Context: an optimization exercise on an open-source flow, tuned for small area. The choices shown serve that exercise and are no tape-out recipe.
RTL that was checked went through simulation tests only; none was proved equivalent to the original.
Only the layout flow was run in run 3; the RTL was not checked for function there.
The flow treats the clock pin as an ideal source, which a real chip does not have.
No activity file was given, so power comes from the tool's default toggle rates.

==> flow/design.v <==
module multi_colour_bbox #(
  parameter int          IMAGE_W      = 640,
  parameter int          IMAGE_H      = 480,
  parameter int          NUM_COL      = 3,
  parameter int          MSG_INTERVAL = 6,
  parameter int          FIFO_DEPTH   = 64,
  parameter int          MIN_PIX      = 16,
  parameter logic [23:0] BB_COL_DEF   = 24'h00ff00
) (
  input  logic        clk,
  input  logic        reset_n,
  input  logic        s_chipselect,
  input  logic        s_read,
  input  logic        s_write,
  input  logic [3:0]  s_address,
  input  logic [31:0] s_writedata,
  output logic [31:0] s_readdata,
  input  logic [23:0] sink_data,
  input  logic        sink_valid,
  input  logic        sink_sop,
  input  logic        sink_eop,
  output logic        sink_ready,
  output logic [23:0] source_data,
  output logic        source_valid,
  output logic        source_sop,
  output logic        source_eop,
  input  logic        source_ready,
  input  logic        mode
);
  localparam int XW    = 10;
  localparam int YW    = 11;
  localparam int BURST = 1 + 2 * NUM_COL;
  localparam int NBOX  = FIFO_DEPTH - FIFO_DEPTH / BURST;    
  localparam int BW    = 1 + XW + YW;                       
  localparam int CW    = $clog2(MIN_PIX + 1);               
  typedef enum logic [1:0] {IDLE, HDR, BOXA, BOXB} st_t;
  logic [23:0] r_min [NUM_COL];
  logic [23:0] r_max [NUM_COL];
  logic [23:0] r_bb_col;
  logic [7:0]  r_status;
  logic          r_video;
  logic [XW-1:0] r_x;
  logic [YW-1:0] r_y;
  logic [XW-1:0] r_sxmin [NUM_COL];
  logic [XW-1:0] r_sxmax [NUM_COL];
  logic [YW-1:0] r_symin [NUM_COL];
  logic [YW-1:0] r_symax [NUM_COL];
  logic [CW-1:0] r_scnt  [NUM_COL];
  logic [XW-1:0] w_nxmin [NUM_COL];
  logic [XW-1:0] w_nxmax [NUM_COL];
  logic [YW-1:0] w_nymin [NUM_COL];
  logic [YW-1:0] w_nymax [NUM_COL];
  logic [CW-1:0] w_ncnt  [NUM_COL];
  logic [XW-1:0] r_lxmin [NUM_COL];
  logic [XW-1:0] r_lxmax [NUM_COL];
  logic [YW-1:0] r_lymin [NUM_COL];
  logic [YW-1:0] r_lymax [NUM_COL];
  logic [NUM_COL-1:0] r_lvalid;
  logic [BW-1:0] r_box [NBOX];
  logic [5:0]    r_hd;
  logic [6:0]    r_used;
  logic [2:0]    r_rph;      
  logic [7:0]    r_rfid;     
  st_t           r_state;
  logic [1:0]    r_k;
  logic [7:0]    r_fid;
  logic [2:0]    r_fcnt;
  logic          r_rd1_d;
  logic        w_acc, w_vid_sop, w_vid_pix, w_vid_eop;
  logic [NUM_COL-1:0] w_match;
  logic        w_edge, w_hit;
  logic [23:0] w_hcol, w_pix;
  logic [7:0]  w_grey;
  logic        w_rd1, w_pop, w_push, w_bpush, w_bpop, w_flush, w_start;
  logic [BW-1:0] w_bword, w_bhead;
  logic [1:0]  w_rk;
  logic [31:0] w_fword, w_rdata;
  logic        w_unused;
  assign w_unused = ^s_writedata[31:24];
  assign sink_ready = source_ready | ~source_valid;
  assign w_acc      = sink_valid & sink_ready;
  assign w_vid_sop  = w_acc & sink_sop & (sink_data[3:0] == 4'h0);
  assign w_vid_pix  = w_acc & ~sink_sop & r_video;
  assign w_vid_eop  = w_vid_pix & sink_eop;
  always_comb begin
    for (int k = 0; k < NUM_COL; k++) begin
      w_match[k] = (sink_data[23:16] >= r_min[k][23:16]) && (sink_data[23:16] <= r_max[k][23:16]) &&
                   (sink_data[15:8]  >= r_min[k][15:8])  && (sink_data[15:8]  <= r_max[k][15:8])  &&
                   (sink_data[7:0]   >= r_min[k][7:0])   && (sink_data[7:0]   <= r_max[k][7:0]);
      w_nxmin[k] = r_sxmin[k];
      w_nxmax[k] = r_sxmax[k];
      w_nymin[k] = r_symin[k];
      w_nymax[k] = r_symax[k];
      w_ncnt[k]  = r_scnt[k];
      if (w_match[k]) begin
        if (r_x < r_sxmin[k]) w_nxmin[k] = r_x;
        if (r_x > r_sxmax[k]) w_nxmax[k] = r_x;
        if (r_y < r_symin[k]) w_nymin[k] = r_y;
        if (r_y > r_symax[k]) w_nymax[k] = r_y;
        if (!r_scnt[k][CW-1]) w_ncnt[k] = r_scnt[k] + 1'b1;
      end
    end
  end
  always_comb begin
    w_edge = 1'b0;
    for (int k = 0; k < NUM_COL; k++) begin
      if (r_lvalid[k] &&
          ((((r_x == r_lxmin[k]) || (r_x == r_lxmax[k])) &&
            (r_y >= r_lymin[k]) && (r_y <= r_lymax[k])) ||
           (((r_y == r_lymin[k]) || (r_y == r_lymax[k])) &&
            (r_x >= r_lxmin[k]) && (r_x <= r_lxmax[k]))))
        w_edge = 1'b1;
    end
    w_hit  = 1'b0;
    w_hcol = '0;
    for (int k = NUM_COL - 1; k >= 0; k--) begin
      if (w_match[k]) begin
        w_hit  = 1'b1;
        w_hcol = r_max[k];
      end
    end
    w_grey = {1'b0, sink_data[15:9]} + {2'b0, sink_data[23:18]} +
             {2'b0, sink_data[7:2]};
    w_pix  = sink_data;
    if (mode && r_video && !sink_sop) begin
      if (w_edge)     w_pix = r_bb_col;
      else if (w_hit) w_pix = w_hcol;
      else            w_pix = {3{w_grey}};
    end
  end
  always_ff @(posedge clk) begin
    if (!reset_n) begin
      source_valid <= 1'b0;
      source_sop   <= 1'b0;
      source_eop   <= 1'b0;
      source_data  <= '0;
    end else if (sink_ready) begin
      source_valid <= sink_valid;
      if (sink_valid) begin
        source_data <= w_pix;
        source_sop  <= sink_sop;
        source_eop  <= sink_eop;
      end
    end
  end
  always_ff @(posedge clk) begin
    if (!reset_n) begin
      r_video <= 1'b0;
      r_x     <= '0;
      r_y     <= '0;
    end else if (w_acc) begin
      if (sink_sop) begin
        r_video <= (sink_data[3:0] == 4'h0);
        r_x     <= '0;
        r_y     <= '0;
      end else if (r_x == XW'(IMAGE_W - 1)) begin
        r_x <= '0;
        r_y <= r_y + 1'b1;
      end else begin
        r_x <= r_x + 1'b1;
      end
    end
  end
  always_ff @(posedge clk) begin
    if (!reset_n || w_vid_sop) begin
      for (int k = 0; k < NUM_COL; k++) begin
        r_sxmin[k] <= XW'(IMAGE_W - 1);
        r_symin[k] <= YW'(IMAGE_H - 1);
        r_sxmax[k] <= '0;
        r_symax[k] <= '0;
        r_scnt[k]  <= '0;
      end
    end else if (w_vid_pix) begin
      for (int k = 0; k < NUM_COL; k++) begin
        r_sxmin[k] <= w_nxmin[k];
        r_sxmax[k] <= w_nxmax[k];
        r_symin[k] <= w_nymin[k];
        r_symax[k] <= w_nymax[k];
        r_scnt[k]  <= w_ncnt[k];
      end
    end
  end
  always_ff @(posedge clk) begin
    if (!reset_n) begin
      r_lvalid <= '0;
      for (int k = 0; k < NUM_COL; k++) begin
        r_lxmin[k] <= '0;
        r_lxmax[k] <= '0;
        r_lymin[k] <= '0;
        r_lymax[k] <= '0;
      end
    end else if (w_vid_eop) begin
      for (int k = 0; k < NUM_COL; k++) begin
        r_lxmin[k]  <= w_nxmin[k];
        r_lxmax[k]  <= w_nxmax[k];
        r_lymin[k]  <= w_nymin[k];
        r_lymax[k]  <= w_nymax[k];
        r_lvalid[k] <= w_ncnt[k][CW-1];
      end
    end
  end
  always_ff @(posedge clk) begin
    if (!reset_n) begin
      r_status <= '0;
      r_bb_col <= BB_COL_DEF;
      for (int k = 0; k < NUM_COL; k++) begin
        r_min[k] <= 24'hffffff;
        r_max[k] <= 24'h000000;
      end
    end else if (s_chipselect && s_write) begin
      if (s_address == 4'd0) r_status <= s_writedata[7:0] & 8'hef;
      if (s_address == 4'd3) r_bb_col <= s_writedata[23:0];
      for (int k = 0; k < NUM_COL; k++) begin
        if (s_address == 4'(4 + 2 * k)) r_min[k] <= s_writedata[23:0];
        if (s_address == 4'(5 + 2 * k)) r_max[k] <= s_writedata[23:0];
      end
    end
  end
  assign w_bhead = r_box[r_hd];
  always_comb begin
    case (r_rph)
      3'd3, 3'd4: w_rk = 2'd1;
      3'd5, 3'd6: w_rk = 2'd2;
      default:    w_rk = 2'd0;
    endcase
    if (r_rph == 3'd0)
      w_fword = {16'h4D42, r_rfid, 4'h0, 4'(NUM_COL)};
    else if (r_rph[0])
      w_fword = {w_bhead[BW-1], 1'b0, w_rk, 2'b0, w_bhead[XW+YW-1:YW],
                 5'b0, w_bhead[YW-1:0]};
    else
      w_fword = {6'b0, w_bhead[XW+YW-1:YW], 5'b0, w_bhead[YW-1:0]};
  end
  always_comb begin
    w_rdata = '0;
    case (s_address)
      4'd0: w_rdata = {16'b0, 1'b0, r_used, r_status};
      4'd1: if (r_used != '0) w_rdata = w_fword;
      4'd2: w_rdata = 32'h1234EEE3;
      4'd3: w_rdata = {8'b0, r_bb_col};
      default: ;
    endcase
    for (int k = 0; k < NUM_COL; k++) begin
      if (s_address == 4'(4 + 2 * k)) w_rdata = {8'b0, r_min[k]};
      if (s_address == 4'(5 + 2 * k)) w_rdata = {8'b0, r_max[k]};
    end
  end
  always_ff @(posedge clk) begin
    if (!reset_n)                    s_readdata <= '0;
    else if (s_chipselect && s_read) s_readdata <= w_rdata;
  end
  assign w_rd1   = s_chipselect & s_read & (s_address == 4'd1);
  assign w_flush = s_chipselect & s_write & (s_address == 4'd0) &
                   s_writedata[4];
  assign w_pop   = w_rd1 & ~r_rd1_d & (r_used != '0) & ~w_flush;
  assign w_push  = (r_state != IDLE) & ~w_flush;
  assign w_bpush = w_push & (r_state != HDR);
  assign w_bpop  = w_pop & (r_rph != 3'd0);
  assign w_start = w_vid_eop & (r_fcnt == '0) & (r_state == IDLE) &
                   (r_used <= 7'(FIFO_DEPTH - BURST)) & ~w_flush;
  always_comb begin
    if (r_state == BOXA)
      w_bword = {r_lvalid[r_k], r_lxmin[r_k], r_lymin[r_k]};
    else
      w_bword = {1'b0, r_lxmax[r_k], r_lymax[r_k]};
  end
  always_ff @(posedge clk) begin
    if (w_bpush) begin
      r_box[0] <= w_bword;
      for (int i = 1; i < NBOX; i++) r_box[i] <= r_box[i-1];
    end
  end
  always_ff @(posedge clk) begin
    if (!reset_n) begin
      r_state <= IDLE;
      r_k     <= '0;
      r_fid   <= '0;
      r_fcnt  <= '0;
      r_hd    <= '1;
      r_used  <= '0;
      r_rph   <= '0;
      r_rfid  <= '0;
      r_rd1_d <= 1'b0;
    end else begin
      r_rd1_d <= w_rd1;
      if (w_start)                         r_fcnt <= 3'(MSG_INTERVAL - 1);
      else if (w_vid_eop && r_fcnt != '0)  r_fcnt <= r_fcnt - 1'b1;
      if (w_flush) begin
        r_state <= IDLE;
        r_k     <= '0;
        r_hd    <= '1;
        r_used  <= '0;
        r_rph   <= '0;
        r_rfid  <= r_fid;
      end else begin
        r_used <= r_used + {6'b0, w_push} - {6'b0, w_pop};
        if (w_bpush && !w_bpop)      r_hd <= r_hd + 1'b1;
        else if (!w_bpush && w_bpop) r_hd <= r_hd - 1'b1;
        if (w_pop) begin
          r_rph <= (r_rph == 3'(BURST - 1)) ? 3'd0 : r_rph + 1'b1;
          if (r_rph == 3'd0) r_rfid <= r_rfid + 1'b1;
        end
        case (r_state)
          IDLE: if (w_start) r_state <= HDR;
          HDR: begin
            r_state <= BOXA;
            r_k     <= '0;
            r_fid   <= r_fid + 8'd1;
          end
          BOXA: r_state <= BOXB;
          BOXB: begin
            r_state <= (r_k == 2'(NUM_COL - 1)) ? IDLE : BOXA;
            r_k     <= r_k + 2'd1;
          end
          default: r_state <= IDLE;
        endcase
      end
    end
  end
endmodule
==> flow/run.sh <==
#!/bin/bash
# synth_recipe.tcl (not shown) runs the flow's synth.tcl, then flattens the netlist and writes it again
# the make line also repeats each setting of config.mk as NAME=value (left out here)
make -C /OpenROAD-flow-scripts/flow DESIGN_CONFIG=/design/flow/config.mk WORK_HOME=/design/flow/orfs CLKGATE_MAP_FILE= SYNTH_SCRIPT=/design/flow/synth_recipe.tcl finish
==> flow/config.mk <==
export PLATFORM = sky130hd
export DESIGN_NAME = multi_colour_bbox
export DESIGN_NICKNAME = multi_colour_bbox
export VERILOG_FILES = /design/flow/design.v
export SDC_FILE = /design/flow/constraint.sdc
export NUM_CORES = 4
export LEC_CHECK = 0
export CAP_MARGIN = 20
export CORE_MARGIN = 2
export CORE_UTILIZATION = 40
export SLEW_MARGIN = 20
==> flow/constraint.sdc <==
create_clock -name core_clock -period 10.0 [get_ports {clk}]
set_input_delay 2.0000 -clock core_clock [delete_from_list [all_inputs] [get_ports {clk}]]
set_output_delay 2.0000 -clock core_clock [all_outputs]
set_load 0.01 [all_outputs]
==> out/metrics.cfg, run 1 <==
[yosys]
synth_area_um2=79860
syn_inst=6765
ys.flop_type=edfxtp_1
synth_top_family_by_area=compound AO/OA/AOI/OAI gates
ys.warnings.count=18
muxShareOfSynthArea=0.03052
synth_area_per_cell_um2=11.80
synthAdderAreaFrac=0.06907
synth_cell_types=95
synth-edff-count=1210
synth_nets=7271
yosys.area_share.simple=0.09327
synth_seq_cells=1774
ys_async_sr_fraction=0
synthXorXnorAreaFrac=0.005265
seq_area_frac_synth=0.5964
synth_compound_area_frac=0.1641

[clock_network]
cts_resized=0
cts_tree=built
h-tree-depth=4
clk_latency_ps=850
root_buffer=clkbuf_16
post_cts.repair.setup_buffers=0
postCtsHoldBufs=0
clkSinkCount=1774
numCtsBuffers=179
path_clk_slew_ps=60
clockBufferDepth=3

[routing]
vias=59710
drc=0
drtIter0Drc=8647
routed_wl_um=281500
postRouteAntennaNets=0
wl_per_cell_um=29.24
drtPass1Iterations=6
viasPerCell=6.204

[floorplanning]
die-area_um2=203200
fp-row-count=164
start_util=0.4012
fp.coreArea_um2=199000
chipWidth_um=450.8
boundaryPins=130
die_y_um=450.8

[sta]
min_period_over_period=0.5886
fmax_mhz=169.9
fin_skew_ps=40.20
final_hold_viol_count=0
fin_ws_ps=4114
tightestPinTransition_ps=1229
slew_headroom=0.1730
setup_violations=0
tns_ps=0
slew_viol_final=0
grt_setup_unrepaired=no
hold_ws_ps=430.0
finalCriticalPeriod_ps=5886

[global_route]
grt_pass1_wl_um=400200
grt_max_degree=206
globalRoute.totalOverflow=0
antenna_found_initial=17
grt_usage=0.2685
grt_pass1_vias=56570

[setup_path]
startpoint_type=input port
cp.arrival_ps=6590
crit_fanout=16
path_cells=clkdlybuf4s50_1, or2_2, nor4_4, nand2_2, o21ai_0, ha_1, inv_1, ha_1, inv_1, fa_1, nor2_1, nor2_1, nor2_1, o21ai_0, a21oi_1, nor2_1, xor2_1, nor2_1
worstSetupPathType=input port to flop
slowest_stage=nor4_4
crit_path_end_kind=flop
slowest_delay_ps=810
worst_path_most_repeated_cell=nor2_1
cp.required_ps=10710

[cells_and_area]
nNetsFinal=7319
fin_util=0.4551
fillers=18110
drive_above_1_share=0.08356
area_growth_pct=13.44
multi_input_area_um2=29440
ff_latch_area_um2=47630

[run]
cap_violations=0

[placed_design]
place_congestion=0.9488
dp_slack_ps=3347
dp_hpwl_um=182800
portBuffers=121

[power_and_ir_drop]
power.leakage_nw=32.40
ir_drop_uv=195.1
p_total_mw=15.40
power_density_nw_per_um2=170.0

[status]
status=complete, no violations

[min_path]
hold_class=flop to flop

[worst max-delay path, delay by kind of cell]
family                   cells  cell delay [ps]
AO/OA/AOI/OAI                3              520
XOR/XNOR                     1              120
adder cells (fa/ha/maj)      3              870
buffers and inverters        3              840
AND/OR/NAND/NOR              8             2240
[final timing paths]
path	start	end	slack, ps	cells past startpoint
worst min-delay path	r_box[12][3]	r_box[13][3]	430	0
worst max register to register	r_hd[0]	s_readdata[2]	4970	13
worst min register to register	r_box[12][3]	r_box[13][3]	430	0
worst max-delay path	s_address[2]	r_used[6]	4110	18
[cells in the final DEF (no fill, tap or decap), types with 99 or more instances in the layout]
master,n
a21boi_0,99
a21oi_1,345
a22o_1,113
a22oi_1,483
buf_4,162
clkbuf_16,185
clkdlybuf4s50_1,120
dfxtp_1,564
edfxtp_1,1210
ha_1,428
inv_1,411
mux2i_1,194
nand2_1,599
nand3_1,171
nand4_1,139
nor2_1,247
o211ai_1,123
o21ai_0,287
[Yosys cell counts, drive strengths merged, types with 131 or more instances]
master | instances | area (um2)
buf | 131 | 651.9
ha | 428 | 5355
a22oi | 483 | 3626
mux2i | 194 | 1942
o21ai | 292 | 1461
inv | 411 | 1543
a21oi | 347 | 1737
edfxtp | 1210 | 36330
dfxtp | 564 | 11290
nand3 | 171 | 855.8
clkbuf | 293 | 1107
nand2 | 604 | 2275
nand4 | 139 | 869.6
nor2 | 303 | 1147
[cells by family after synthesis]
group,Yosys count
buffers and inverters,835
and+or+nand+nor,1562
muxes,217
AOI/OAI and AO/OA,1893
adders and majority gates,436
xor gates and xnor gates,48
DFF,1774
[state kept, by name (all words and copies together) (netlist names), 24 cells and up]
name / cells
r_sxmin: 30
r_lxmax: 30
r_lxmin: 30
r_max: 72
r_symax: 33
r_lymin: 33
source_data: 24
r_box: 1210
r_min: 72
r_symin: 33
r_bb_col: 24
s_readdata: 30
r_lymax: 33
r_sxmax: 30
[power by group]
group          internal [mW]  total [mW]  switching (mW)  leakage [nW]
logic                  0.197       0.561           0.364          14.0
registers               7.78        7.81          0.0360          15.5
clock network           3.99        7.03            3.04          2.95
total                   12.0        15.4            3.44          32.4
[area by class of cell]
| type | instances | area share |
|---|---|---|
| sequential | 1774 | 0.5257 |
| multi-input combinational | 4156 | 0.3249 |
| tap | 2656 | 0.03668 |
| inverter | 411 | 0.01703 |
| antenna | 4 | 0.0001105 |
| clock buffer | 235 | 0.05483 |
| timing repair buffer | 291 | 0.02856 |
| clock inverter | 98 | 0.01213 |
[through the flow]
stage,instances,cell area [um2]
after floorplan,6765,79920
after detailed placement,9285,84470
after CTS,9618,90530
final,9625,90590
after global routing,9622,90580
after global placement,9285,84450
[per-layer routing]
metal  global-route usage  part of all wire
met2               0.4102              0.44
met3              0.06225              0.11
met5                    0           0.00024
met4               0.1117             0.046
met1               0.3666              0.40
==> run 2, diff against run 1 <==
--- a/flow/design.v
+++ b/flow/design.v
@@ -29,9 +29,10 @@
 );
   localparam int XW    = 10;
   localparam int YW    = 11;
+  localparam int MW    = 9;
   localparam int BURST = 1 + 2 * NUM_COL;
   localparam int NBOX  = FIFO_DEPTH - FIFO_DEPTH / BURST;    
-  localparam int BW    = 1 + XW + YW;                       
+  localparam int BW    = XW + YW;                           
   localparam int CW    = $clog2(MIN_PIX + 1);               
   typedef enum logic [1:0] {IDLE, HDR, BOXA, BOXB} st_t;
   logic [23:0] r_min [NUM_COL];
@@ -43,17 +44,17 @@
   logic [YW-1:0] r_y;
   logic [XW-1:0] r_sxmin [NUM_COL];
   logic [XW-1:0] r_sxmax [NUM_COL];
-  logic [YW-1:0] r_symin [NUM_COL];
+  logic [MW-1:0] r_symin [NUM_COL];
   logic [YW-1:0] r_symax [NUM_COL];
   logic [CW-1:0] r_scnt  [NUM_COL];
   logic [XW-1:0] w_nxmin [NUM_COL];
   logic [XW-1:0] w_nxmax [NUM_COL];
-  logic [YW-1:0] w_nymin [NUM_COL];
+  logic [MW-1:0] w_nymin [NUM_COL];
   logic [YW-1:0] w_nymax [NUM_COL];
   logic [CW-1:0] w_ncnt  [NUM_COL];
   logic [XW-1:0] r_lxmin [NUM_COL];
   logic [XW-1:0] r_lxmax [NUM_COL];
-  logic [YW-1:0] r_lymin [NUM_COL];
+  logic [MW-1:0] r_lymin [NUM_COL];
   logic [YW-1:0] r_lymax [NUM_COL];
   logic [NUM_COL-1:0] r_lvalid;
   logic [BW-1:0] r_box [NBOX];
@@ -77,6 +78,11 @@
   logic [31:0] w_fword, w_rdata;
   logic        w_unused;
   assign w_unused = ^s_writedata[31:24];
+  function automatic logic lt(input logic [10:0] a, input logic [10:0] b);
+    lt = 1'b0;
+    for (int i = 0; i < 11; i++)
+      lt = (~a[i] & b[i]) | (~(a[i] ^ b[i]) & lt);
+  endfunction
   assign sink_ready = source_ready | ~source_valid;
   assign w_acc      = sink_valid & sink_ready;
   assign w_vid_sop  = w_acc & sink_sop & (sink_data[3:0] == 4'h0);
@@ -84,19 +90,22 @@
   assign w_vid_eop  = w_vid_pix & sink_eop;
   always_comb begin
     for (int k = 0; k < NUM_COL; k++) begin
-      w_match[k] = (sink_data[23:16] >= r_min[k][23:16]) && (sink_data[23:16] <= r_max[k][23:16]) &&
-                   (sink_data[15:8]  >= r_min[k][15:8])  && (sink_data[15:8]  <= r_max[k][15:8])  &&
-                   (sink_data[7:0]   >= r_min[k][7:0])   && (sink_data[7:0]   <= r_max[k][7:0]);
+      w_match[k] = !lt(11'(sink_data[23:16]), 11'(r_min[k][23:16])) &&
+                   !lt(11'(r_max[k][23:16]), 11'(sink_data[23:16])) &&
+                   !lt(11'(sink_data[15:8]), 11'(r_min[k][15:8])) &&
+                   !lt(11'(r_max[k][15:8]), 11'(sink_data[15:8])) &&
+                   !lt(11'(sink_data[7:0]), 11'(r_min[k][7:0])) &&
+                   !lt(11'(r_max[k][7:0]), 11'(sink_data[7:0]));
       w_nxmin[k] = r_sxmin[k];
       w_nxmax[k] = r_sxmax[k];
       w_nymin[k] = r_symin[k];
       w_nymax[k] = r_symax[k];
       w_ncnt[k]  = r_scnt[k];
       if (w_match[k]) begin
-        if (r_x < r_sxmin[k]) w_nxmin[k] = r_x;
-        if (r_x > r_sxmax[k]) w_nxmax[k] = r_x;
-        if (r_y < r_symin[k]) w_nymin[k] = r_y;
-        if (r_y > r_symax[k]) w_nymax[k] = r_y;
+        if (lt(11'(r_x), 11'(r_sxmin[k]))) w_nxmin[k] = r_x;
+        if (lt(11'(r_sxmax[k]), 11'(r_x))) w_nxmax[k] = r_x;
+        if (lt(r_y, 11'(r_symin[k]))) w_nymin[k] = MW'(r_y);
+        if (lt(r_symax[k], r_y)) w_nymax[k] = r_y;
         if (!r_scnt[k][CW-1]) w_ncnt[k] = r_scnt[k] + 1'b1;
       end
     end
@@ -106,9 +115,9 @@
     for (int k = 0; k < NUM_COL; k++) begin
       if (r_lvalid[k] &&
           ((((r_x == r_lxmin[k]) || (r_x == r_lxmax[k])) &&
-            (r_y >= r_lymin[k]) && (r_y <= r_lymax[k])) ||
-           (((r_y == r_lymin[k]) || (r_y == r_lymax[k])) &&
-            (r_x >= r_lxmin[k]) && (r_x <= r_lxmax[k]))))
+            !lt(r_y, 11'(r_lymin[k])) && !lt(r_lymax[k], r_y)) ||
+           (((r_y == 11'(r_lymin[k])) || (r_y == r_lymax[k])) &&
+            !lt(11'(r_x), 11'(r_lxmin[k])) && !lt(11'(r_lxmax[k]), 11'(r_x)))))
         w_edge = 1'b1;
     end
     w_hit  = 1'b0;
@@ -144,13 +153,12 @@
     end
   end
   always_ff @(posedge clk) begin
-    if (!reset_n) begin
-      r_video <= 1'b0;
-      r_x     <= '0;
-      r_y     <= '0;
-    end else if (w_acc) begin
+    if (!reset_n)                 r_video <= 1'b0;
+    else if (w_acc && sink_sop)   r_video <= (sink_data[3:0] == 4'h0);
+  end
+  always_ff @(posedge clk) begin
+    if (w_acc) begin
       if (sink_sop) begin
-        r_video <= (sink_data[3:0] == 4'h0);
         r_x     <= '0;
         r_y     <= '0;
       end else if (r_x == XW'(IMAGE_W - 1)) begin
@@ -162,10 +170,10 @@
     end
   end
   always_ff @(posedge clk) begin
-    if (!reset_n || w_vid_sop) begin
+    if (w_vid_sop) begin
       for (int k = 0; k < NUM_COL; k++) begin
         r_sxmin[k] <= XW'(IMAGE_W - 1);
-        r_symin[k] <= YW'(IMAGE_H - 1);
+        r_symin[k] <= MW'(IMAGE_H - 1);
         r_sxmax[k] <= '0;
         r_symax[k] <= '0;
         r_scnt[k]  <= '0;
@@ -181,21 +189,18 @@
     end
   end
   always_ff @(posedge clk) begin
-    if (!reset_n) begin
-      r_lvalid <= '0;
-      for (int k = 0; k < NUM_COL; k++) begin
-        r_lxmin[k] <= '0;
-        r_lxmax[k] <= '0;
-        r_lymin[k] <= '0;
-        r_lymax[k] <= '0;
-      end
-    end else if (w_vid_eop) begin
+    if (!reset_n)       r_lvalid <= '0;
+    else if (w_vid_eop) begin
+      for (int k = 0; k < NUM_COL; k++) r_lvalid[k] <= w_ncnt[k][CW-1];
+    end
+  end
+  always_ff @(posedge clk) begin
+    if (w_vid_eop) begin
       for (int k = 0; k < NUM_COL; k++) begin
         r_lxmin[k]  <= w_nxmin[k];
         r_lxmax[k]  <= w_nxmax[k];
         r_lymin[k]  <= w_nymin[k];
         r_lymax[k]  <= w_nymax[k];
-        r_lvalid[k] <= w_ncnt[k][CW-1];
       end
     end
   end
@@ -216,7 +221,11 @@
       end
     end
   end
-  assign w_bhead = r_box[r_hd];
+  always_comb begin
+    w_bhead = '0;
+    for (int i = 0; i < NBOX; i++)
+      w_bhead = w_bhead | (r_box[i] & {BW{r_hd == 6'(i)}});
+  end
   always_comb begin
     case (r_rph)
       3'd3, 3'd4: w_rk = 2'd1;
@@ -226,8 +235,8 @@
     if (r_rph == 3'd0)
       w_fword = {16'h4D42, r_rfid, 4'h0, 4'(NUM_COL)};
     else if (r_rph[0])
-      w_fword = {w_bhead[BW-1], 1'b0, w_rk, 2'b0, w_bhead[XW+YW-1:YW],
-                 5'b0, w_bhead[YW-1:0]};
+      w_fword = {w_bhead[XW+MW], 1'b0, w_rk, 2'b0, w_bhead[XW+MW-1:MW],
+                 7'b0, w_bhead[MW-1:0]};
     else
       w_fword = {6'b0, w_bhead[XW+YW-1:YW], 5'b0, w_bhead[YW-1:0]};
   end
@@ -260,9 +269,9 @@
                    (r_used <= 7'(FIFO_DEPTH - BURST)) & ~w_flush;
   always_comb begin
     if (r_state == BOXA)
-      w_bword = {r_lvalid[r_k], r_lxmin[r_k], r_lymin[r_k]};
+      w_bword = BW'({r_lvalid[r_k], r_lxmin[r_k], r_lymin[r_k]});
     else
-      w_bword = {1'b0, r_lxmax[r_k], r_lymax[r_k]};
+      w_bword = {r_lxmax[r_k], r_lymax[r_k]};
   end
   always_ff @(posedge clk) begin
     if (w_bpush) begin
==> flow/flow/run.sh (new file) <==
#!/bin/bash
set -euo pipefail
export CTS_ARGS="-sink_clustering_enable -repair_clock_nets -dont_use_dummy_load -sink_clustering_size 25 -sink_clustering_max_diameter 80 -buf_list {sky130_fd_sc_hd__clkbuf_8 sky130_fd_sc_hd__clkbuf_16}"
bash standard.sh > standard.log 2>&1
==> flow/standard.sh (new file) <==
#!/bin/bash
# synth_recipe.tcl (not shown) runs the flow's synth.tcl, then flattens the netlist and writes it again
# the make line also repeats each setting of config.mk as NAME=value (left out here)
make -C /OpenROAD-flow-scripts/flow DESIGN_CONFIG=/design/flow/config.mk WORK_HOME=/design/flow/orfs CLKGATE_MAP_FILE= SYNTH_SCRIPT=/design/flow/synth_recipe.tcl "${@:-finish}"
--- a/flow/config.mk
+++ b/flow/config.mk
@@ -7,5 +7,5 @@
 export LEC_CHECK = 0
 export CAP_MARGIN = 20
 export CORE_MARGIN = 2
-export CORE_UTILIZATION = 40
+export CORE_UTILIZATION = 70
 export SLEW_MARGIN = 20
removed: flow/run.sh
==> out/metrics.cfg, run 2 <==
[yosys]
yosys-top-cells-area=edfxtp_1, dfxtp_1, ha_1
yosysMostFrequentCell=edfxtp_1
synth_cell_types=95
synth_nets=6811
ys_async_sr_fraction=0
synth_area_per_cell_um2=12.13
ys.flop_type=edfxtp_1
synth-edff-count=1296
ys.warnings.count=18
seq_area_frac_synth=0.6137
synth_top_area_frac=0.5066
synth_seq_cells=1707
syn_inst=6332
ys_top_cells_by_count=edfxtp_1, nand2_1, dfxtp_1
synth_top_area_cell=edfxtp_1
synth_area_um2=76820

[routing]
vias=58130
routed_wl_um=257100
drtIter0Drc=10130
postRouteAntennaNets=0
drc=0
drtPass1Iterations=11
top_layer=met5
wl_per_cell_um=33.18
wl_met1_um=88280
met3WireLength_um=37110
viasPerCell=7.503
met2_length_um=110600

[clock_network]
h-tree-depth=3
postCtsHoldBufs=0
clk_latency_ps=750
path_clk_slew_ps=100
cts_resized=0
root_buffer=clkbuf_16
cts_tree=built
clkSinkCount=1707
numCtsBuffers=82
post_cts.repair.setup_buffers=0
clockBufferDepth=3

[setup_path]
cp.arrival_ps=7260
r2r-start=r_y[6]
worstSetupPathType=input port to flop
crit_fanout=20
startpoint_type=input port
ff2ff_path_depth=10
crit_path_end_kind=flop
worstSetupStartpoint=sink_data[3]
cp.required_ps=10580

[min_path]
min_delay_path_depth=0
hp-start=r_box[25][9]
hold_class=flop to flop

[floorplanning]
die_y_um=335.3
fp.coreArea_um2=108900
boundaryPins=130
fp-row-count=121
start_util=0.7058
chipWidth_um=335.3
die-area_um2=112400

[cells_and_area]
top_regs=r_box x1155, r_max x72, r_min x72
nNetsFinal=6811
area_growth_pct=6.660
drive_above_1_share=0.06382
final_common_cell=edfxtp_1
largest-register=r_box
layout_common_cells=edfxtp_1, nand2_1, dfxtp_1, ha_1, a22oi_1
largest_reg_flops=1155

[sta]
tightestPinTransition_ps=1284
slew_headroom=0.1442
grt_setup_unrepaired=no
setup_violations=0
min_period_over_period=0.6680
hold_ws_ps=414.8
finalCriticalPeriod_ps=6680
tns_ps=0
slew_viol_final=0
final_hold_viol_count=0
fin_skew_ps=92.16
fmax_mhz=149.7

[status]
status=complete, no violations

[global_route]
antenna_found_initial=9
grt_pass1_vias=54730
grt_usage=0.4491
globalRoute.totalOverflow=0
grt_pass1_wl_um=365400
grt_max_degree=216

[power_and_ir_drop]
power.leakage_nw=29.29
power_density_nw_per_um2=149.0
ir_drop_uv=179.7
p_total_mw=12.21

[placed_design]
dp_hpwl_um=168800
place_congestion=1.019
portBuffers=121

[run]
cap_violations=0

[run 2: final timing paths]
check,slack [ps],endpoint
worst min register to register,410,r_box[26][9]
worst min-delay path,410,r_box[26][9]
worst max register to register,4810,source_data[0]
worst max-delay path,3320,source_data[4]
[run 2: cells by family after synthesis]
| family | Yosys count | synth area share |
|---|---|---|
| mux | 149 | 0.02298 |
| xor+xnor | 48 | 0.005472 |
| fa+ha+maj | 409 | 0.06739 |
| buf+inv | 657 | 0.03423 |
| compound gates | 1456 | 0.1352 |
| flops | 1707 | 0.6137 |
| simple gates | 1906 | 0.1210 |
[run 2: routing by layer]
layer / GRT usage / vias to the layer above
met1: 0.5824 / 27670
li1: - / 24060
met4: 0.2930 / 14
met3: 0.1238 / 1212
met2: 0.6688 / 5173
met5: 0 / -
[run 2: final cells by class]
cell class / count / area (um2)
flip-flops and latches: 1707 / 47150
multi-input cells: 3968 / 27390
fillers: 6880 / 26910
repair buffers: 274 / 2442
clock buffers: 82 / 2052
well taps: 1414 / 1769
inverters: 299 / 1127
diodes: 3 / 7.507
[run 2: metrics by stage]
stage | std cells | setup slack, ps | instance area (um2) | util
2_1_floorplan | 6332 | -11740 | 76920 | -
4_1_cts | 7742 | 3704 | 81890 | 0.7523
5_1_grt | 7744 | 3460 | 81930 | 0.7527
6_report | 7747 | 3320 | 81940 | 0.7528
3_5_place_dp | 7660 | 3053 | 79830 | 0.7334
3_3_place_gp | 7660 | 3042 | 79830 | 0.7334
[run 2: critical path: stages]
cell             delay [ps]
clkdlybuf4s50_1         940
inv_1                   280
ha_1                    280
a21oi_1                 210
o211ai_1                160
nor3_1                  300
nand4_1                 540
nor2_2                  230
buf_4                   430
and3_1                  960
a2111oi_0               490
a221oi_1                410
[run 2: report_power, final]
group	total [mW]	internal (mW)	switching (mW)
Combinational	0.862	0.340	0.521
Sequential	7.73	7.62	0.104
Clock	3.62	1.47	2.15
Total	12.2	9.43	2.78
==> run 3, diff against run 2 <==
--- a/flow/design.v
+++ b/flow/design.v
@@ -81,7 +81,7 @@
   function automatic logic lt(input logic [10:0] a, input logic [10:0] b);
     lt = 1'b0;
     for (int i = 0; i < 11; i++)
-      lt = (~a[i] & b[i]) | (~(a[i] ^ b[i]) & lt);
+      lt = (~a[i] & b[i]) | (~a[i] & lt) | (b[i] & lt);
   endfunction
   assign sink_ready = source_ready | ~source_valid;
   assign w_acc      = sink_valid & sink_ready;
==> flow/flow/run.sh (replaced) <==
#!/bin/bash
# The standard layout (standard.sh), with three changes that only affect
# area: an area-oriented ABC mapping script, adders left to ABC instead of the
# half/full-adder cells, and a leaner clock tree (no dummy loads, larger sink
# clusters). Port buffers use the smallest buffer.
set -euo pipefail
HERE=$(pwd)
rm -rf "$HERE/scripts_local"
cp -r "$FLOW_HOME/scripts" "$HERE/scripts_local"
cp "$HERE/flow/abc_area.script" "$HERE/scripts_local/abc_speed.script"
export SCRIPTS_DIR="$HERE/scripts_local"
export ADDER_MAP_FILE=
export BUFFER_PORTS_ARGS="-buffer_cell sky130_fd_sc_hd__buf_1"
export CTS_ARGS="-sink_clustering_enable -repair_clock_nets -dont_use_dummy_load -sink_clustering_size 25 -sink_clustering_max_diameter 80 -buf_list {sky130_fd_sc_hd__clkbuf_8 sky130_fd_sc_hd__clkbuf_16}"
bash standard.sh > standard.log 2>&1
==> flow/flow/abc_area.script (new file) <==
&get -n
&st
&syn2
&dch -f
&nf -a -p -R 1000
&st
&dch -f
&nf -a -p -R 1000
&put
topo
stime -c
dnsize -c
==> out/metrics.cfg, run 3 <==
[cells_and_area]
fillers=6148
multi_input_area_um2=20650
drive_above_1_share=0.05099
final_common_cell=edfxtp_1
largest-register=r_box
layout_common_cells=edfxtp_1, o21ai_0, nor2_1, a21oi_1, dfxtp_1
ff_latch_area_um2=47150
top_regs=r_box x1155, r_max x72, r_min x72
area_growth_pct=8.328
largest_reg_flops=1155
nNetsFinal=5779

[clock_network]
cts_tree=built
root_buffer=clkbuf_16
h-tree-depth=3
numCtsBuffers=78
postCtsHoldBufs=0
clk_latency_ps=730
clockBufferDepth=3
cts_resized=0
clkSinkCount=1707
path_clk_slew_ps=100
post_cts.repair.setup_buffers=0

[sta]
finalCriticalPeriod_ps=6241
slew_viol_final=0
fin_skew_ps=66.97
fmax_mhz=160.2
grt_setup_unrepaired=no
final_hold_viol_count=0
min_period_over_period=0.6241
tns_ps=0
hold_ws_ps=405.7
slew_headroom=0.1197
fin_ws_ps=3759
setup_violations=0
tightestPinTransition_ps=1319

[floorplanning]
die_y_um=315.5
fp.coreArea_um2=96420
die-area_um2=99560
fp-row-count=114
start_util=0.7046
boundaryPins=130
chipWidth_um=315.5

[setup_path]
crit_path_end_kind=flop
slowest_delay_ps=830
cp.required_ps=10550
crit_family=compound AO/OA/AOI/OAI gates
worstSetupPathType=input port to flop
startpoint_type=input port
crit_fanout=38
path_cells=buf_1, clkinv_1, maj3_1, maj3_1, maj3_1, o21ai_0, a2bb2oi_1, maj3_1, o21ai_0, o211ai_1, nor2_4, buf_4, nand3_1, a21oi_1, o21ai_0, a21oi_1, o21ai_0
cp.arrival_ps=6790
crit_buf_inv=3
slowest_stage=a21oi_1

[yosys]
synth_area_um2=67940
syn_inst=5382
ys.flop_type=edfxtp_1
yosys-top-cells-area=edfxtp_1, dfxtp_1, o21ai_0
synth_seq_cells=1707
seq_area_frac_synth=0.6940
ys_async_sr_fraction=0
synth-edff-count=1296
synth_top_area_frac=0.5729
yosysMostFrequentCell=edfxtp_1
synth_top_area_cell=edfxtp_1
synth_area_per_cell_um2=12.62
ys.warnings.count=18
synth_nets=5452
synth_cell_types=57
ys_top_cells_by_count=edfxtp_1, o21ai_0, nor2_1

[routing]
drc=0
postRouteAntennaNets=0
vias=53430
wl_per_cell_um=32.15
drtIter0Drc=11660
drtPass1Iterations=10
routed_wl_um=224900
viasPerCell=7.639

[run]
cap_violations=0

[power_and_ir_drop]
p_total_mw=11.91
power.leakage_nw=23.45
power_density_nw_per_um2=161.9
ir_drop_uv=171.9

[global_route]
globalRoute.totalOverflow=0
grt_usage=0.4418
grt_max_degree=222
grt_pass1_vias=48850
antenna_found_initial=7
grt_pass1_wl_um=320300

[placed_design]
place_congestion=0.9901
dp_slack_ps=2996
dp_hpwl_um=140400
portBuffers=121

[status]
status=complete, no violations

[min_path]
hold_class=flop to flop

## run 3: cell count changes after synthesis, moves of 111 or more
cell / previous run / this run
and3_1: 141 / 30
o21ai_0: 218 / 625
ha_1: 401 / 0
nand2_1: 670 / 390
inv_1: 290 / 0
nor2_1: 297 / 548
clkbuf_1: 288 / 0
clkinv_1: 8 / 182
a21oi_1: 210 / 453
a222oi_1: 10 / 176
o22ai_1: 21 / 147
nand3_1: 299 / 86
a22oi_1: 344 / 220
## run 3: cell families (layout without fill, tap and decap cells)
kind of cell    count (synthesis)  count (layout)  synth area share
compound gates               2025            2025            0.1932
flops                        1707            1707            0.6940
simple gates                 1389            1389           0.09163
buf+inv                       184             509           0.01028
fa+ha+maj                      54              54          0.007956
xor+xnor                       22              22          0.002836
mux                             1               1         0.0001473
other cells                     0              12                 0
## run 3: power breakdown
group | total (mW) | internal [mW] | switching (mW)
registers | 7.76 | 7.66 | 0.104
clock network | 3.52 | 1.40 | 2.12
logic | 0.625 | 0.216 | 0.410
## run 3: routing by layer
metal | GRT usage | vias up | share of wire
li1 | - | 22140 | -
met1 | 0.5967 | 25170 | 0.34
met2 | 0.6518 | 5132 | 0.43
met3 | 0.1269 | 987 | 0.16
met4 | 0.2473 | 2 | 0.068
met5 | 0 | - | 0.000062
## run 3: worst reg2reg max path: stages (launching register included)
cell and delay [ps]:
dfxtp_1 470, nand2b_1 900, nand2b_1 460, nor2_4 220
buf_4 320, a22oi_1 230, nand3_1 120, a21oi_1 290
nand4_1 140, nor4_1 850, buf_4 320, o21ai_0 100
a21oi_1 320, o21ai_0 150, a221o_1 330, o211ai_1 90
a21oi_1 160, a21oi_1 130, nor2b_1 50
## run 3: layout make-up
cell class | instances | area share
Tap cell | 1276 | 0.02169
Timing Repair Buffer | 249 | 0.02086
Inverter | 182 | 0.009317
Antenna cell | 12 | 0.0004080
Multi-Input combinational cell | 3491 | 0.2806
Clock buffer | 78 | 0.02652
Sequential cell | 1707 | 0.6406
## run 3: path summary, 6_finish.rpt
kind	slack (ps)	cells past startpoint	start	to
max	3760	17	sink_data[17]	r_symin[1][4]
min	410	0	r_box[9][9]	r_box[10][9]
max reg2reg	4250	18	r_hd[1]	s_readdata[17]
min reg2reg	410	0	r_box[9][9]	r_box[10][9]
## run 3: metrics by stage
stage | utilization | instance area [um2] | cells
6_report | 0.7632 | 73590 | 6995
2_1_floorplan | - | 67980 | 5382
5_1_grt | 0.7630 | 73570 | 6985
4_1_cts | 0.7623 | 73500 | 6979
3_5_place_dp | 0.7420 | 71550 | 6901
3_3_place_gp | 0.7418 | 71530 | 6900
==> run 4, diff against run 3 <==
--- a/flow/design.v
+++ b/flow/design.v
@@ -32,7 +32,8 @@
   localparam int MW    = 9;
   localparam int BURST = 1 + 2 * NUM_COL;
   localparam int NBOX  = FIFO_DEPTH - FIFO_DEPTH / BURST;    
-  localparam int BW    = XW + YW;                           
+  localparam int BW    = 1 + XW + MW;                       
+  localparam int NBX   = (NBOX + 1) / 2;                    
   localparam int CW    = $clog2(MIN_PIX + 1);               
   typedef enum logic [1:0] {IDLE, HDR, BOXA, BOXB} st_t;
   logic [23:0] r_min [NUM_COL];
@@ -59,6 +60,9 @@
   logic [NUM_COL-1:0] r_lvalid;
   logic [BW-1:0] r_box [NBOX];
   logic [5:0]    r_hd;
+  logic          r_bx [NBX];
+  logic [4:0]    r_bxhd;
+  logic          w_bxhead, w_bxpush, w_bxpop;
   logic [6:0]    r_used;
   logic [2:0]    r_rph;      
   logic [7:0]    r_rfid;     
@@ -227,6 +231,11 @@
       w_bhead = w_bhead | (r_box[i] & {BW{r_hd == 6'(i)}});
   end
   always_comb begin
+    w_bxhead = 1'b0;
+    for (int i = 0; i < NBX; i++)
+      w_bxhead = w_bxhead | (r_bx[i] & (r_bxhd == 5'(i)));
+  end
+  always_comb begin
     case (r_rph)
       3'd3, 3'd4: w_rk = 2'd1;
       3'd5, 3'd6: w_rk = 2'd2;
@@ -238,7 +247,7 @@
       w_fword = {w_bhead[XW+MW], 1'b0, w_rk, 2'b0, w_bhead[XW+MW-1:MW],
                  7'b0, w_bhead[MW-1:0]};
     else
-      w_fword = {6'b0, w_bhead[XW+YW-1:YW], 5'b0, w_bhead[YW-1:0]};
+      w_fword = {6'b0, w_bhead[XW+YW-2:YW-1], 5'b0, w_bxhead, w_bhead[YW-2:0]};
   end
   always_comb begin
     w_rdata = '0;
@@ -271,7 +280,7 @@
     if (r_state == BOXA)
       w_bword = BW'({r_lvalid[r_k], r_lxmin[r_k], r_lymin[r_k]});
     else
-      w_bword = {r_lxmax[r_k], r_lymax[r_k]};
+      w_bword = {r_lxmax[r_k], r_lymax[r_k][YW-2:0]};
   end
   always_ff @(posedge clk) begin
     if (w_bpush) begin
@@ -279,6 +288,14 @@
       for (int i = 1; i < NBOX; i++) r_box[i] <= r_box[i-1];
     end
   end
+  assign w_bxpush = w_push & (r_state == BOXB);
+  assign w_bxpop  = w_pop & (r_rph != 3'd0) & ~r_rph[0];
+  always_ff @(posedge clk) begin
+    if (w_bxpush) begin
+      r_bx[0] <= r_lymax[r_k][YW-1];
+      for (int i = 1; i < NBX; i++) r_bx[i] <= r_bx[i-1];
+    end
+  end
   always_ff @(posedge clk) begin
     if (!reset_n) begin
       r_state <= IDLE;
@@ -286,6 +303,7 @@
       r_fid   <= '0;
       r_fcnt  <= '0;
       r_hd    <= '1;
+      r_bxhd  <= '1;
       r_used  <= '0;
       r_rph   <= '0;
       r_rfid  <= '0;
@@ -298,6 +316,7 @@
         r_state <= IDLE;
         r_k     <= '0;
         r_hd    <= '1;
+        r_bxhd  <= '1;
         r_used  <= '0;
         r_rph   <= '0;
         r_rfid  <= r_fid;
@@ -305,6 +324,8 @@
         r_used <= r_used + {6'b0, w_push} - {6'b0, w_pop};
         if (w_bpush && !w_bpop)      r_hd <= r_hd + 1'b1;
         else if (!w_bpush && w_bpop) r_hd <= r_hd - 1'b1;
+        if (w_bxpush && !w_bxpop)      r_bxhd <= r_bxhd + 1'b1;
+        else if (!w_bxpush && w_bxpop) r_bxhd <= r_bxhd - 1'b1;
         if (w_pop) begin
           r_rph <= (r_rph == 3'(BURST - 1)) ? 3'd0 : r_rph + 1'b1;
           if (r_rph == 3'd0) r_rfid <= r_rfid + 1'b1;
==> flow/flow/abc_area.script (replaced) <==
&get -n
&st
&syn2
&dch -f
&nf -a -p -R 1000 -C 32 -F 8 -A 8
&st
&dch -f
&nf -a -p -R 1000 -C 32 -F 8 -A 8
&put
topo
stime -c
dnsize -c
--- a/flow/config.mk
+++ b/flow/config.mk
@@ -7,5 +7,5 @@
 export LEC_CHECK = 0
 export CAP_MARGIN = 20
 export CORE_MARGIN = 2
-export CORE_UTILIZATION = 70
+export CORE_UTILIZATION = 85
 export SLEW_MARGIN = 20
==> out/metrics.cfg, run 4 <==
[yosys]
synth_top_area_frac=0.5678
yosysMostFrequentCell=edfxtp_1
synth_nets=5402
ys_async_sr_fraction=0
synth_area_per_cell_um2=12.59
synth_area_um2=67120
synth_seq_cells=1685
ys.flop_type=edfxtp_1
ys.warnings.count=19
yosys-top-cells-area=edfxtp_1, dfxtp_1, o21ai_0
synth_top_area_cell=edfxtp_1
synth_cell_types=61
syn_inst=5332
synth-edff-count=1269
seq_area_frac_synth=0.6919
ys_top_cells_by_count=edfxtp_1, o21ai_0, nor2_1

[floorplanning]
start_util=0.8537
fp-row-count=103
boundaryPins=130
die_y_um=285.0
chipWidth_um=285.0

[status]
status=did not finish
firstError=[ERROR GRT-0232] Routing congestion too high. Check the congestion heatmap in the GUI.
haltStage=global routing

[clock_network]
root_buffer=clkbuf_16
cts_resized=0
clkSinkCount=1685
numCtsBuffers=77
clockBufferDepth=3
post_cts.repair.setup_buffers=0
h-tree-depth=3
postCtsHoldBufs=0

[global_route]
grt_max_degree=227
grt_usage=0.9232
antenna_found_initial=57
globalRoute.totalOverflow=807

[placed_design]
dp_slack_ps=2763
dp_hpwl_um=159700
portBuffers=121
place_congestion=1.006

-- run 4: metrics by stage --
step | power, mW | hold WS, ps | area [um2] | std cells
3_3_place_gp | 8.374 | 422.7 | 70230 | 6630
2_1_floorplan | 8.193 | 416.8 | 67140 | 5332
3_5_place_dp | 8.445 | 434.5 | 70250 | 6631
4_1_cts | 11.81 | 418.0 | 72180 | 6708
-- run 4: metal layers --
layer,global-route usage,overflow
met3,0.8726,106
met4,0.9128,257
met2,0.9923,335
met1,0.9193,93
met5,0.7145,16
-- run 4: how the worst max path moves through the flow --
stage,startpoint,end,slack (ps),cells past startpoint
floorplan,s_address[3],r_hd[5],-11110,10
global placement,sink_data[0],r_symax[1][6],3040,17
detailed placement,sink_data[0],r_symax[1][8],2760,17
CTS,sink_data[0],r_symax[1][7],3210,17
-- run 4: power groups by stage --
stage / sequential [mW] / combinational [mW] / clock [mW]
3_3_place_gp: 7.80 / 0.573 / 0
3_5_place_dp: 7.82 / 0.628 / 0
4_1_cts: 7.67 / 0.669 / 3.48
2_1_floorplan: 7.79 / 0.398 / 0
-- run 4: cell families after synthesis --
family | count (synthesis) | share of synthesized area
flip-flops | 1685 | 0.6919
multiplexers | 6 | 0.0009321
buffers and inverters | 192 | 0.01085
AND/OR/NAND/NOR | 1342 | 0.08909
XOR/XNOR | 29 | 0.003784
adder cells (fa/ha/maj) | 73 | 0.01089
AO/OA/AOI/OAI | 2005 | 0.1926
==> run 5, diff against run 4 <==
--- a/flow/config.mk
+++ b/flow/config.mk
@@ -7,5 +7,5 @@
 export LEC_CHECK = 0
 export CAP_MARGIN = 20
 export CORE_MARGIN = 2
-export CORE_UTILIZATION = 85
+export CORE_UTILIZATION = 70
 export SLEW_MARGIN = 20
==> out/metrics.cfg, run 5 <==
[routing]
vias=53050
postRouteAntennaNets=0
routed_wl_um=224000
drc=0
viasPerCell=7.643
wl_per_cell_um=32.28
drtIter0Drc=11240
drtPass1Iterations=10

[yosys]
ys_async_sr_fraction=0
syn_inst=5332
synth-edff-count=1269
yosys-top-cells-area=edfxtp_1, dfxtp_1, o21ai_0
synth_cell_types=61
synth_seq_cells=1685
synth_area_per_cell_um2=12.59
seq_area_frac_synth=0.6919
ys.flop_type=edfxtp_1
synth_nets=5402
synth_top_area_cell=edfxtp_1
ys_top_cells_by_count=edfxtp_1, o21ai_0, nor2_1
synth_area_um2=67120
yosysMostFrequentCell=edfxtp_1
synth_top_area_frac=0.5678
ys.warnings.count=19

[min_path]
hold_end=r_box[52][0]
hold_class=flop to flop
min_delay_path_depth=0
hp-start=r_box[51][0]

[clock_network]
clockBufferDepth=3
cts_resized=0
h-tree-depth=3
postCtsHoldBufs=0
root_buffer=clkbuf_16
clk_latency_ps=730
cts_tree=built
clkSinkCount=1685
numCtsBuffers=78
path_clk_slew_ps=90
post_cts.repair.setup_buffers=0

[setup_path]
r2r_setup_slack_ps=4320
startpoint_type=input port
cp.arrival_ps=7210
cp.required_ps=10500
ff2ff_path_depth=13
worstSetupPathType=input port to flop
crit_path_end_kind=flop
r2r-end=source_data[3]
r2r-start=r_y[1]
crit_fanout=29

[cells_and_area]
largest-register=r_box
area_growth_pct=8.395
stdcell_count=6941
fin_util=0.7657
largest_reg_flops=1100
nNetsFinal=5738
final_common_cell=edfxtp_1
drive_above_1_share=0.05365
design_area_um2=72750
top_regs=r_box x1100, r_max x72, r_min x72
layout_common_cells=edfxtp_1, o21ai_0, nor2_1, dfxtp_1, a21oi_1

[sta]
min_period_over_period=0.6715
tightestPinTransition_ps=1209
fin_ws_ps=3285
fin_skew_ps=88.39
slew_viol_final=0
grt_setup_unrepaired=no
final_hold_viol_count=0
tns_ps=0
finalCriticalPeriod_ps=6715
setup_violations=0
fmax_mhz=148.9
slew_headroom=0.1919

[floorplanning]
boundaryPins=130
start_util=0.7064
die-area_um2=98370
die_y_um=313.6
fp.coreArea_um2=95010
chipWidth_um=313.6
fp-row-count=113

[placed_design]
dp_cells=6852
dp_slack_ps=2809
place_congestion=0.9814
portBuffers=121
place_area_um2=70720
dp_hpwl_um=140300

[global_route]
globalRoute.totalOverflow=0
grt_max_degree=212
grt_pass1_vias=49030
antenna_found_initial=10
grt_pass1_wl_um=320000
grt_usage=0.4450

[power_and_ir_drop]
power.leakage_nw=23.22
power_density_nw_per_um2=162.3
ir_drop_uv=171.2

[status]
status=complete, no violations

[run]
cap_violations=0

==> run 5: layer usage <==
| metal | GRT usage | wire length [um] | vias to the layer above |
|---|---|---|---|
| li1 | - | - | 21980 |
| met1 | 0.5823 | 73540 | 24930 |
| met2 | 0.6742 | 98810 | 5073 |
| met3 | 0.1143 | 34320 | 1057 |
| met4 | 0.2757 | 17340 | 2 |
| met5 | 0 | 13 | - |
==> run 5: kinds of logic (layout without fill, tap and decap cells) <==
logic type      Yosys count  after routing  share of synthesized area
buf+inv                 192            526                    0.01085
xor+xnor                 29             29                   0.003784
simple gates           1342           1342                    0.08909
mux                       6              6                  0.0009321
fa+ha+maj                73             73                    0.01089
flops                  1685           1685                     0.6919
other cells               0             10                          0
compound gates         2005           2005                     0.1926
==> run 5: where the power goes <==
group	switching (mW)	total, mW	internal, mW
Combinational	0.419	0.634	0.215
Clock	2.12	3.52	1.40
Sequential	0.101	7.66	7.56
Total	2.63	11.8	9.18
==> run 5: final cells by class <==
class | instances | area (um2)
inverters | 190 | 715.7
diodes | 10 | 25.02
fillers | 6035 | 22260
flip-flops and latches | 1685 | 46430
well taps | 1265 | 1583
multi-input cells | 3455 | 20480
repair buffers | 258 | 1558
clock buffers | 78 | 1952
==> run 5: worst max-delay path, cell delays in order <==
cell and delay, ps:
buf_1 490, nor2b_1 120, maj3_1 400, maj3_1 380
maj3_1 380, maj3_1 380, a21oi_1 130, o2bb2ai_1 90
o21ai_0 150, nand3_1 140, nor4_2 330, buf_4 510
or3_1 400, a21oi_1 70, a21boi_0 710, o21ai_0 260
o211ai_1 170, a31oi_1 100
==> run 5: how the worst max path moves through the flow <==
stage                        from         endpoint  cells after the start
global placement    sink_data[17]  source_data[16]                     17
detailed placement   sink_data[0]    r_symax[1][2]                     17
floorplan            s_address[3]          r_hd[5]                     10
CTS                  sink_data[0]    r_symax[1][2]                     17
finish               sink_data[0]  source_data[16]                     18
global route         sink_data[0]  source_data[16]                     18
==> run 5: stage by stage <==
stage	total power [mW]	hold WS, ps
6_report	11.81	425.6
5_1_grt	12.04	442.2
4_1_cts	11.75	421.3
3_5_place_dp	8.422	427.3
3_3_place_gp	8.390	421.9
2_1_floorplan	8.193	416.8
==> run 6, diff against run 5 <==
--- a/flow/flow/run.sh
+++ b/flow/flow/run.sh
@@ -12,4 +12,5 @@
 export ADDER_MAP_FILE=
 export BUFFER_PORTS_ARGS="-buffer_cell sky130_fd_sc_hd__buf_1"
 export CTS_ARGS="-sink_clustering_enable -repair_clock_nets -dont_use_dummy_load -sink_clustering_size 25 -sink_clustering_max_diameter 80 -buf_list {sky130_fd_sc_hd__clkbuf_8 sky130_fd_sc_hd__clkbuf_16}"
+export POST_CTS_TCL="$HERE/flow/post_cts.tcl"
 bash standard.sh > standard.log 2>&1
==> flow/flow/post_cts.tcl (new file) <==
# After CTS: downsize gates on paths with slack to spare, then re-legalise.
estimate_parasitics -placement
repair_timing -recover_power 100 -verbose
detailed_placement
check_placement -verbose
--- a/flow/config.mk
+++ b/flow/config.mk
@@ -7,5 +7,5 @@
 export LEC_CHECK = 0
 export CAP_MARGIN = 20
 export CORE_MARGIN = 2
-export CORE_UTILIZATION = 70
+export CORE_UTILIZATION = 75
 export SLEW_MARGIN = 20
==> out/metrics.cfg, run 6 <==
[sta]
fmax_mhz=126.7
tightestPinTransition_ps=1270
slew_viol_final=0
fin_ws_ps=2107
slew_headroom=0.1517
tns_ps=0
finalCriticalPeriod_ps=7893
hold_ws_ps=393.3
fin_skew_ps=64.65
grt_setup_unrepaired=no
setup_violations=0
final_hold_viol_count=0
min_period_over_period=0.7893

[yosys]
yosys.area_share.simple=0.08909
synth_top_area_frac=0.5678
ys_async_sr_fraction=0
ys_top_cells_by_count=edfxtp_1, o21ai_0, nor2_1
synth_compound_area_frac=0.1926
synth_top_family_by_area=compound AO/OA/AOI/OAI gates
synth_seq_cells=1685
yosysMostFrequentCell=edfxtp_1
synthXorXnorAreaFrac=0.003784
muxShareOfSynthArea=0.0009321
synth_area_um2=67120
synth_top_area_cell=edfxtp_1
ys.warnings.count=19
ys.flop_type=edfxtp_1
yosys-top-cells-area=edfxtp_1, dfxtp_1, o21ai_0
synth-edff-count=1269
synthAdderAreaFrac=0.01089
synth_cell_types=61
syn_inst=5332
synth_nets=5402
synth_area_per_cell_um2=12.59
seq_area_frac_synth=0.6919

[cells_and_area]
largest_reg_flops=1100
layout_common_cells=edfxtp_1, o21ai_0, nor2_1, dfxtp_1, a21oi_1
area_growth_pct=8.385
largest-register=r_box
final_common_cell=edfxtp_1
nNetsFinal=5750
drive_above_1_share=0.05125
top_regs=r_box x1100, r_max x72, r_min x72

[setup_path]
worstSetupStartpoint=sink_data[16]
worstSetupPathType=input port to flop
crit_path_end_kind=flop
ff2ff_path_depth=16
cp.arrival_ps=8470
crit_end=source_data[21]
r2r-end=source_data[21]
startpoint_type=input port
cp.required_ps=10580
crit_fanout=15
r2r_setup_slack_ps=3340
r2r-start=r_min[2][16]

[floorplanning]
die_y_um=303.1
chipWidth_um=303.1
start_util=0.7583
die-area_um2=91900
fp-row-count=109
boundaryPins=130
fp.coreArea_um2=88510

[power_and_ir_drop]
power_frac_seq=0.651
sw_frac_of_total=0.2194
p_int_mw=9.177
power_density_nw_per_um2=161.6
clkPwrFrac=0.295
switchingPower_mw=2.579
power.leakage_nw=23.27
ir_drop_uv=174.2
combinationalPowerShare=0.054

[routing]
drtIter0Drc=11440
viasPerCell=7.852
drtPass1Iterations=13
postRouteAntennaNets=0
wl_per_cell_um=32.47
drc=0
routed_wl_um=222400
vias=53790

[global_route]
antenna_found_initial=14
grt_pass1_wl_um=316900
grt_pass1_vias=49520
grt_max_degree=198
grt_usage=0.4745
globalRoute.totalOverflow=0

[run]
cap_violations=0

[placed_design]
dp_hpwl_um=139200
dp_slack_ps=2975
place_congestion=0.9856
portBuffers=121

[clock_network]
clkSinkCount=1685
path_clk_slew_ps=100
clk_latency_ps=700
cts_tree=built

[status]
status=complete, no violations

[min_path]
hold_class=flop to flop

-- run 6: cell counts after synthesis --
No cell type changed its count.
-- run 6: worst max-delay path, stage by stage --
cell      delay [ps]
clkbuf_1         260
nor2b_1           90
maj3_1           420
maj3_1           400
maj3_1           380
maj3_1           400
maj3_1           400
a21oi_1          140
o221ai_1         150
nor4_2           300
clkbuf_1         820
nor2b_1         1000
clkbuf_1         850
a221oi_1         170
a21oi_1          290
o221ai_1         170
a31oi_1          200
-- run 6: stage by stage --
step / util / cells / area (um2) / power, mW
after floorplan: - / 5332 / 67140 / 8.193
after global placement: 0.7967 / 6748 / 70520 / 8.384
after detailed placement: 0.7969 / 6749 / 70530 / 8.415
after global routing: 0.8218 / 6848 / 72740 / 12.01
final: 0.8219 / 6851 / 72740 / 11.76
-- run 6: power groups by stage --
stage	Sequential [mW]	Clock, mW	Combinational, mW
2_1_floorplan	7.79	0	0.398
3_3_place_gp	7.80	0	0.581
3_5_place_dp	7.81	0	0.605
5_1_grt	7.67	3.65	0.696
6_report	7.66	3.46	0.636
-- run 6: per-layer routing --
layer / track usage / wire [um] / up-vias
li1: - / - / 22010
met3: 0.1402 / 36820 / 1297
met2: 0.7104 / 96190 / 5537
met4: 0.3242 / 19970 / 14
met5: 0.005694 / 180 / -
met1: 0.6033 / 69290 / 24940
-- run 6: cell families (layout without fill, tap and decap cells) --
group	after synthesis	after routing
compound gates	2005	2005
xor+xnor	29	29
simple gates	1342	1342
fa+ha+maj	73	73
flops	1685	1685
buf+inv	192	538
other cells	0	8
mux	6	6
-- run 6: final cells by class --
cell class                      instances  area, um2
Fill cell                            4795      15770
Sequential cell                      1685      46430
Antenna cell                            8      20.02
Timing Repair Buffer                  270       1752
Inverter                              190      716.9
Tap cell                             1165       1458
Multi-Input combinational cell       3455      20410
Clock buffer                           78       1952
-- run 6: worst min-delay path by stage --
stage             startpoint             to  slack [ps]  cells past startpoint
2_1_floorplan       r_bx[11]       r_bx[12]         420                      0
3_3_place_gp         r_bx[4]        r_bx[5]         420                      0
3_5_place_dp   r_box[34][11]  r_box[35][11]         430                      0
5_1_grt        r_box[51][11]  r_box[52][11]         430                      0
6_report       r_box[51][11]  r_box[52][11]         390                      0

[re-timing with driven ports]
No port has a modelled driver above. Below, the same layouts with a new extraction and two added sets of constraints.
Step 1: set_driving_cell puts a clkbuf_16 on clk and a buf_2 on each other input, an assumption about the parent block.
Step 2, shift: input delay + t, output delay - t, t = (earliest + latest rising clock arrival at the registers) / 2. This alone moves slack from input paths to output paths.
Slacks: ideal ports / drivers / drivers and shift; pairs: ideal ports / drivers.
run | t, ns | setup WS [ns] | worst data-port slew with drivers (ns)
run 1 | 0.925 | 4.114 / 4.122 / 3.197 | 0.13
run 2 | 0.784 | 3.320 / 3.376 / 2.592 | 0.06
run 3 | 0.770 | 3.759 / 3.803 / 3.033 | 0.14
run 5 | 0.759 | 3.285 / 3.334 / 2.575 | 0.14
run 6 | 0.746 | 2.107 / 2.151 / 1.406 | 0.14
After both steps every run listed still meets setup and hold. For run 1, which loses most, drivers alone change the setup slack by +0.008 ns; drivers and shift together by -0.917 ns.
